This is an optimization exercise on Yosys and OpenROAD, whose aim is small area, a short achievable clock period and few clock cycles per item, not a production implementation.
At most, simulation tests tie the RTL to the original design; equivalence was not proved.
Power is estimated from default activity; no workload was simulated.

==> flow/design.v <==
module cp1_responder #(
    parameter int NREG = 32,
    parameter int W    = 32
) (
    input  logic                    clk,
    input  logic                    rst,
    input  logic                    flag_clr,
    output logic                    flag_ovf,
    output logic                    flag_unf,
    input  logic                    req_valid,
    output logic                    req_ready,
    input  logic [1:0]              req_op,
    input  logic [$clog2(NREG)-1:0] req_fd,
    input  logic [$clog2(NREG)-1:0] req_fs,
    input  logic [$clog2(NREG)-1:0] req_ft,
    input  logic [W-1:0]            req_wdata,
    output logic                    rsp_valid,
    output logic [W-1:0]            rsp_data
);
    localparam int IW = $clog2(NREG);
    localparam logic [1:0] OP_ADD_S = 2'b00;
    localparam logic [1:0] OP_SUB_S = 2'b01;
    localparam logic [1:0] OP_MTC1  = 2'b10;
    localparam logic [1:0] OP_MFC1  = 2'b11;
    logic [W-1:0]    rf_q [NREG];
    logic [NREG-1:0] rf_vld_q;
    logic            rf_we;
    logic [IW-1:0]   rf_waddr;
    logic          s1_valid_q, s1_arith_q, s1_sub_q, s1_we_q, s1_late_q;
    logic          s1_wait_a_q, s1_wait_b_q, s1_fa_q, s1_fb_q;
    logic [IW-1:0] s1_fd_q;
    logic [W-1:0]  op_a_q, op_b_q;
    logic          za_q, zb_q;
    logic          ready_q;
    logic          s2_valid_q, s2_arith_q, s2_we_q, s2_near_q, s2_sub_q, s2_late_q;
    logic [IW-1:0] s2_fd_q;
    logic          s2_sign_q;
    logic [7:0]    s2_exp_q;
    logic [23:0]   s2_big_q, s2_small_q, s2_dab_q, s2_dba_q, s2_diff;
    logic          s2_gt_q;
    logic          rsp_valid_q, res_we_q, rsp_ez_q;
    logic [IW-1:0] res_fd_q;
    logic [W-1:0]  rsp_data_q;
    logic [W-1:0]  r_res;
    logic          r_ovf, r_unf, r_ez;
    logic          accept, req_arith, req_mtc1, req_mfc1;
    logic          hit1_a, hit1_b, hit2_a, hit2_b, hit3_a, hit3_b;
    logic          haz_a, haz_b, wait_any;
    logic [W-1:0]  rd_a, rd_b, fwd_a, fwd_b;
    logic          fwd_za, fwd_zb;
    assign accept    = req_valid && ready_q;
    assign req_arith = !req_op[1];
    assign req_mtc1  = (req_op == OP_MTC1);
    assign req_mfc1  = (req_op == OP_MFC1);
    always_comb begin
        rd_a = '0;
        rd_b = '0;
        for (int i = 0; i < NREG; i++) begin
            rd_a = rd_a | ({W{(req_fs == IW'(i)) && rf_vld_q[i]}} & rf_q[i]);
            rd_b = rd_b | ({W{(req_ft == IW'(i)) && rf_vld_q[i]}} & rf_q[i]);
        end
    end
    assign hit1_a = s1_valid_q && s1_we_q && (s1_fd_q == req_fs);
    assign hit1_b = s1_valid_q && s1_we_q && (s1_fd_q == req_ft);
    assign hit2_a = s2_valid_q && s2_we_q && (s2_fd_q == req_fs);
    assign hit2_b = s2_valid_q && s2_we_q && (s2_fd_q == req_ft);
    assign hit3_a = rsp_valid_q && res_we_q && (res_fd_q == req_fs);
    assign hit3_b = rsp_valid_q && res_we_q && (res_fd_q == req_ft);
    assign haz_a    = hit1_a && s1_arith_q;
    assign haz_b    = hit1_b && s1_arith_q;
    assign wait_any = accept && req_arith && (haz_a || haz_b);
    always_comb begin
        if (hit1_a) begin
            fwd_a  = op_a_q;
            fwd_za = za_q;
        end else if (hit3_a && !hit2_a) begin
            fwd_a  = rsp_data_q;
            fwd_za = rsp_ez_q;
        end else begin
            fwd_a  = rd_a;
            fwd_za = (rd_a[30:23] == 8'd0);
        end
        if (hit1_b) begin
            fwd_b  = op_a_q;
            fwd_zb = za_q;
        end else if (hit3_b && !hit2_b) begin
            fwd_b  = rsp_data_q;
            fwd_zb = rsp_ez_q;
        end else begin
            fwd_b  = rd_b;
            fwd_zb = (rd_b[30:23] == 8'd0);
        end
    end
    always_ff @(posedge clk) begin
        if (ready_q) begin
            op_a_q      <= req_mtc1 ? req_wdata : fwd_a;
            za_q        <= req_mtc1 ? (req_wdata[30:23] == 8'd0) : fwd_za;
            op_b_q      <= fwd_b;
            zb_q        <= fwd_zb;
            s1_fa_q     <= !req_mtc1 && !hit1_a && hit2_a;
            s1_fb_q     <= !hit1_b && hit2_b;
            s1_arith_q  <= req_arith;
            s1_sub_q    <= (req_op == OP_SUB_S);
            s1_we_q     <= !req_mfc1;
            s1_fd_q     <= req_fd;
            s1_late_q   <= req_mfc1 && haz_a;
            s1_wait_a_q <= req_arith && haz_a;
            s1_wait_b_q <= req_arith && haz_b;
        end else begin
            if (s1_fa_q) begin
                op_a_q <= rsp_data_q;
                za_q   <= rsp_ez_q;
            end
            if (s1_fb_q) begin
                op_b_q <= rsp_data_q;
                zb_q   <= rsp_ez_q;
            end
            s1_fa_q     <= s1_wait_a_q;
            s1_fb_q     <= s1_wait_b_q;
            s1_wait_a_q <= 1'b0;
            s1_wait_b_q <= 1'b0;
        end
    end
    always_ff @(posedge clk) begin
        if (rst) begin
            s1_valid_q <= 1'b0;
            ready_q    <= 1'b1;
        end else begin
            s1_valid_q <= ready_q ? accept : s1_valid_q;
            ready_q    <= !wait_any;
        end
    end
    logic [W-1:0]  x_a, x_b;
    logic          x_za, x_zb;
    logic          x_sa, x_sb, x_gt, x_eff_sub, x_near, x_age, x_odd;
    logic [7:0]    x_ea, x_eb, x_dab, x_dba, x_d;
    logic [23:0]   x_ma, x_mb, x_sh_in, x_shifted, x_d_ab, x_d_ba;
    always_comb begin
        x_a   = s1_fa_q ? rsp_data_q : op_a_q;
        x_b   = s1_fb_q ? rsp_data_q : op_b_q;
        x_za  = s1_fa_q ? rsp_ez_q : za_q;
        x_zb  = s1_fb_q ? rsp_ez_q : zb_q;
        x_ea  = x_a[30:23];
        x_eb  = x_b[30:23];
        x_sa  = x_a[31];
        x_sb  = x_b[31] ^ s1_sub_q;
        x_ma  = x_za ? 24'd0 : {1'b1, x_a[22:0]};
        x_mb  = x_zb ? 24'd0 : {1'b1, x_b[22:0]};
        x_gt  = (x_b[30:0] > x_a[30:0]) && !x_zb;
        x_eff_sub = x_sa ^ x_sb;
        x_dab = x_ea - x_eb;
        x_dba = x_eb - x_ea;
        x_age = (x_ea >= x_eb);
        x_d   = x_age ? x_dab : x_dba;
        x_sh_in   = x_age ? x_mb : x_ma;
        x_shifted = (x_d >= 8'd25) ? 24'd0 : (x_sh_in >> x_d[4:0]);
        x_near = x_eff_sub && (x_d <= 8'd1);
        x_odd   = x_ea[0] ^ x_eb[0];
        x_d_ab  = x_ma - (x_odd ? {1'b0, x_mb[23:1]} : x_mb);
        x_d_ba  = x_mb - (x_odd ? {1'b0, x_ma[23:1]} : x_ma);
    end
    always_ff @(posedge clk) begin
        s2_arith_q <= s1_arith_q;
        s2_we_q    <= s1_we_q;
        s2_fd_q    <= s1_fd_q;
        s2_late_q  <= s1_late_q;
        s2_near_q  <= x_near;
        s2_sub_q   <= x_eff_sub;
        s2_small_q <= x_shifted ^ {24{x_eff_sub}};
        s2_dab_q   <= x_d_ab;
        s2_dba_q   <= x_d_ba;
        s2_gt_q    <= x_gt;
        if (s1_arith_q) begin
            s2_sign_q <= x_gt ? x_sb : x_sa;
            s2_exp_q  <= x_age ? x_ea : x_eb;
            s2_big_q  <= x_age ? x_ma : x_mb;
        end else begin
            s2_sign_q <= x_a[31];
            s2_exp_q  <= x_a[30:23];
            s2_big_q  <= {1'b0, x_a[22:0]};
        end
    end
    always_ff @(posedge clk) begin
        if (rst) s2_valid_q <= 1'b0;
        else     s2_valid_q <= s1_valid_q && !s1_wait_a_q && !s1_wait_b_q;
    end
    logic [24:0]   f_sum;
    logic [4:0]    n_lz;
    logic          n_found;
    logic [23:0]   n_shifted;
    logic [W-1:0]  f_res, n_res;
    logic          f_ovf, f_unf, n_unf, n_small;
    logic [31:0]   n_v32;
    logic [15:0]   n_v16;
    logic [7:0]    n_v8;
    logic [3:0]    n_v4;
    logic [1:0]    n_v2;
    always_comb begin
        f_sum = {1'b0, s2_big_q} + {s2_sub_q, s2_small_q} + {24'd0, s2_sub_q};
        f_ovf = 1'b0;
        f_unf = 1'b0;
        if (f_sum[24]) begin
            if (s2_exp_q >= 8'd254) begin
                f_ovf = 1'b1;
                f_res = {s2_sign_q, 8'hFF, 23'd0};
            end else begin
                f_res = {s2_sign_q, s2_exp_q + 8'd1, f_sum[23:1]};
            end
        end else if (f_sum[23]) begin
            f_res = {s2_sign_q, s2_exp_q, f_sum[22:0]};
        end else if (f_sum[22]) begin
            if (s2_exp_q <= 8'd1) begin
                f_unf = 1'b1;
                f_res = {s2_sign_q, 31'd0};
            end else begin
                f_res = {s2_sign_q, s2_exp_q - 8'd1, f_sum[21:0], 1'b0};
            end
        end else begin
            f_res = '0;
        end
        s2_diff = s2_gt_q ? s2_dba_q : s2_dab_q;
        n_found = (s2_diff != 24'd0);
        n_v32   = {s2_diff, 8'hFF};
        n_lz[4] = (n_v32[31:16] == 16'd0);
        n_v16   = n_lz[4] ? n_v32[15:0] : n_v32[31:16];
        n_lz[3] = (n_v16[15:8] == 8'd0);
        n_v8    = n_lz[3] ? n_v16[7:0] : n_v16[15:8];
        n_lz[2] = (n_v8[7:4] == 4'd0);
        n_v4    = n_lz[2] ? n_v8[3:0] : n_v8[7:4];
        n_lz[1] = (n_v4[3:2] == 2'd0);
        n_v2    = n_lz[1] ? n_v4[1:0] : n_v4[3:2];
        n_lz[0] = !n_v2[1];
        n_shifted = s2_diff << n_lz;
        n_unf = 1'b0;
        n_small = (s2_exp_q >= 8'd24) ? 1'b0 : ((s2_diff & (24'hFFFFFF << (5'd24 - s2_exp_q[4:0]))) == 24'd0);
        if (!n_found) begin
            n_res = '0;
        end else if (n_small) begin
            n_unf = 1'b1;
            n_res = {s2_sign_q, 31'd0};
        end else begin
            n_res = {s2_sign_q, s2_exp_q - {3'b000, n_lz}, n_shifted[22:0]};
        end
        if (!s2_arith_q) begin
            r_res = s2_late_q ? rsp_data_q : {s2_sign_q, s2_exp_q, s2_big_q[22:0]};
            r_ez  = s2_late_q ? rsp_ez_q : (s2_exp_q == 8'd0);
            r_ovf = 1'b0;
            r_unf = 1'b0;
        end else if (s2_near_q) begin
            r_res = n_res;
            r_ez  = !n_found || n_small;
            r_ovf = 1'b0;
            r_unf = n_unf;
        end else begin
            r_res = f_res;
            r_ez  = (s2_exp_q == 8'd0);
            r_ovf = f_ovf;
            r_unf = f_unf;
        end
    end
    always_ff @(posedge clk) begin
        rsp_data_q <= r_res;
        rsp_ez_q   <= r_ez;
        res_we_q   <= s2_we_q;
        res_fd_q   <= s2_fd_q;
    end
    always_ff @(posedge clk) begin
        if (rst) rsp_valid_q <= 1'b0;
        else     rsp_valid_q <= s2_valid_q;
    end
    assign rf_we    = rsp_valid_q && res_we_q;
    assign rf_waddr = res_fd_q;
    always_ff @(posedge clk) begin
        if (rf_we) rf_q[rf_waddr] <= rsp_data_q;
    end
    always_ff @(posedge clk) begin
        if (rst) begin
            rf_vld_q <= '0;
        end else if (rf_we) begin
            rf_vld_q[rf_waddr] <= 1'b1;
        end
    end
    assign req_ready = ready_q;
    assign rsp_valid = rsp_valid_q;
    assign rsp_data  = rsp_data_q;
    logic flag_ovf_q, flag_unf_q;
    always_ff @(posedge clk) begin
        if (rst) begin
            flag_ovf_q <= 1'b0;
            flag_unf_q <= 1'b0;
        end else begin
            flag_ovf_q <= (flag_ovf_q && !flag_clr) || (s2_valid_q && r_ovf);
            flag_unf_q <= (flag_unf_q && !flag_clr) || (s2_valid_q && r_unf);
        end
    end
    assign flag_ovf = flag_ovf_q;
    assign flag_unf = flag_unf_q;
endmodule
Settings: LEC_CHECK=0, CAP_MARGIN=25, CORE_MARGIN=2, CORE_UTILIZATION=40, CTS_BUF_LIST=sky130_fd_sc_hd__clkbuf_8, SETUP_SLACK_MARGIN=3, SLEW_MARGIN=20, TNS_END_PERCENT=30; clock period 7.0 ns.
run.sh (not shown) runs the stock make flow with config.mk's settings and CLKGATE_MAP_FILE= SYNTH_SCRIPT=/design/flow/synth_recipe.tcl, a recipe that flattens the netlist after the stock synthesis.
Rerun with:
--- a/flow/design.v
+++ b/flow/design.v
@@ -36,8 +36,7 @@
     logic [IW-1:0] s2_fd_q;
     logic          s2_sign_q;
     logic [7:0]    s2_exp_q;
-    logic [23:0]   s2_big_q, s2_small_q, s2_dab_q, s2_dba_q, s2_diff;
-    logic          s2_gt_q;
+    logic [23:0]   s2_big_q, s2_small_q, s2_diff_q;
     logic          rsp_valid_q, res_we_q, rsp_ez_q;
     logic [IW-1:0] res_fd_q;
     logic [W-1:0]  rsp_data_q;
@@ -134,7 +133,7 @@
     logic          x_za, x_zb;
     logic          x_sa, x_sb, x_gt, x_eff_sub, x_near, x_age, x_odd;
     logic [7:0]    x_ea, x_eb, x_dab, x_dba, x_d;
-    logic [23:0]   x_ma, x_mb, x_sh_in, x_shifted, x_d_ab, x_d_ba;
+    logic [23:0]   x_ma, x_mb, x_sh_in, x_shifted, x_d_ab, x_d_ba, x_diff;
     always_comb begin
         x_a   = s1_fa_q ? rsp_data_q : op_a_q;
         x_b   = s1_fb_q ? rsp_data_q : op_b_q;
@@ -158,6 +157,7 @@
         x_odd   = x_ea[0] ^ x_eb[0];
         x_d_ab  = x_ma - (x_odd ? {1'b0, x_mb[23:1]} : x_mb);
         x_d_ba  = x_mb - (x_odd ? {1'b0, x_ma[23:1]} : x_ma);
+        x_diff  = x_gt ? x_d_ba : x_d_ab;
     end
     always_ff @(posedge clk) begin
         s2_arith_q <= s1_arith_q;
@@ -167,11 +167,9 @@
         s2_near_q  <= x_near;
         s2_sub_q   <= x_eff_sub;
         s2_small_q <= x_shifted ^ {24{x_eff_sub}};
-        s2_dab_q   <= x_d_ab;
-        s2_dba_q   <= x_d_ba;
-        s2_gt_q    <= x_gt;
+        s2_diff_q  <= x_diff;
         if (s1_arith_q) begin
-            s2_sign_q <= x_gt ? x_sb : x_sa;
+            s2_sign_q <= x_near ? (x_gt ? x_sb : x_sa) : (x_age ? x_sa : x_sb);
             s2_exp_q  <= x_age ? x_ea : x_eb;
             s2_big_q  <= x_age ? x_ma : x_mb;
         end else begin
@@ -218,9 +216,8 @@
         end else begin
             f_res = '0;
         end
-        s2_diff = s2_gt_q ? s2_dba_q : s2_dab_q;
-        n_found = (s2_diff != 24'd0);
-        n_v32   = {s2_diff, 8'hFF};
+        n_found = (s2_diff_q != 24'd0);
+        n_v32   = {s2_diff_q, 8'hFF};
         n_lz[4] = (n_v32[31:16] == 16'd0);
         n_v16   = n_lz[4] ? n_v32[15:0] : n_v32[31:16];
         n_lz[3] = (n_v16[15:8] == 8'd0);
@@ -230,9 +227,9 @@
         n_lz[1] = (n_v4[3:2] == 2'd0);
         n_v2    = n_lz[1] ? n_v4[1:0] : n_v4[3:2];
         n_lz[0] = !n_v2[1];
-        n_shifted = s2_diff << n_lz;
+        n_shifted = s2_diff_q << n_lz;
         n_unf = 1'b0;
-        n_small = (s2_exp_q >= 8'd24) ? 1'b0 : ((s2_diff & (24'hFFFFFF << (5'd24 - s2_exp_q[4:0]))) == 24'd0);
+        n_small = (s2_exp_q >= 8'd24) ? 1'b0 : ((s2_diff_q & (24'hFFFFFF << (5'd24 - s2_exp_q[4:0]))) == 24'd0);
         if (!n_found) begin
             n_res = '0;
         end else if (n_small) begin
Outcome: The changed run completed with no timing, DRC or antenna violations; routed wire length drops by about 1.3%; total power is lower by 6.4%; fmax climbs by about 7%; area after synthesis falls by 2.2%; clock skew fell by 0.0035 ns; cell count goes down by about 4%; hold slack improved by 0.0087 ns; setup slack gets better by 0.29 ns; cell area shrinks by about 3%; utilization fell by 0.61 points.
Testbench counts after the change, summed over its fixed seeds: cycles 5,618, ops 4,800.
For the first run of this note, only the layout was checked, not whether the RTL still works.

port drivers added, routing unchanged:
In the flow no input, the clock included, has a driving cell. The finished layouts below were timed again as built, in two steps.
Step 1 sets driving cells, clkbuf_16 on the clock port and buf_2 on the other inputs (assumed; they add their load-dependent delay and slew).
Step 2 adds t to the input delays and takes it off the output delays; t is the mean of the earliest and latest rising clock arrival at the registers after step 1. Input paths then give back, and output paths get back, about the clock's delay inside the block.
Slacks: ideal / step 1 / step 2; pairs: ideal / step 1.
run | t, ns | slack for setup (ns) | worst setup path at the end | clock arrival spread, ns | cell pins on the clock port's net
the first run | 1.067 | 2.409 / 2.409 / 1.738 | input to register | 0.090 / 0.090 | 1
the second run | 1.072 | 2.701 / 2.701 / 1.893 | input to register | 0.070 / 0.070 | 1
After both steps setup and hold are still met in every run listed. For the second run, which loses most, drivers alone change the setup slack by 0.000 ns; drivers and shift together by -0.808 ns.
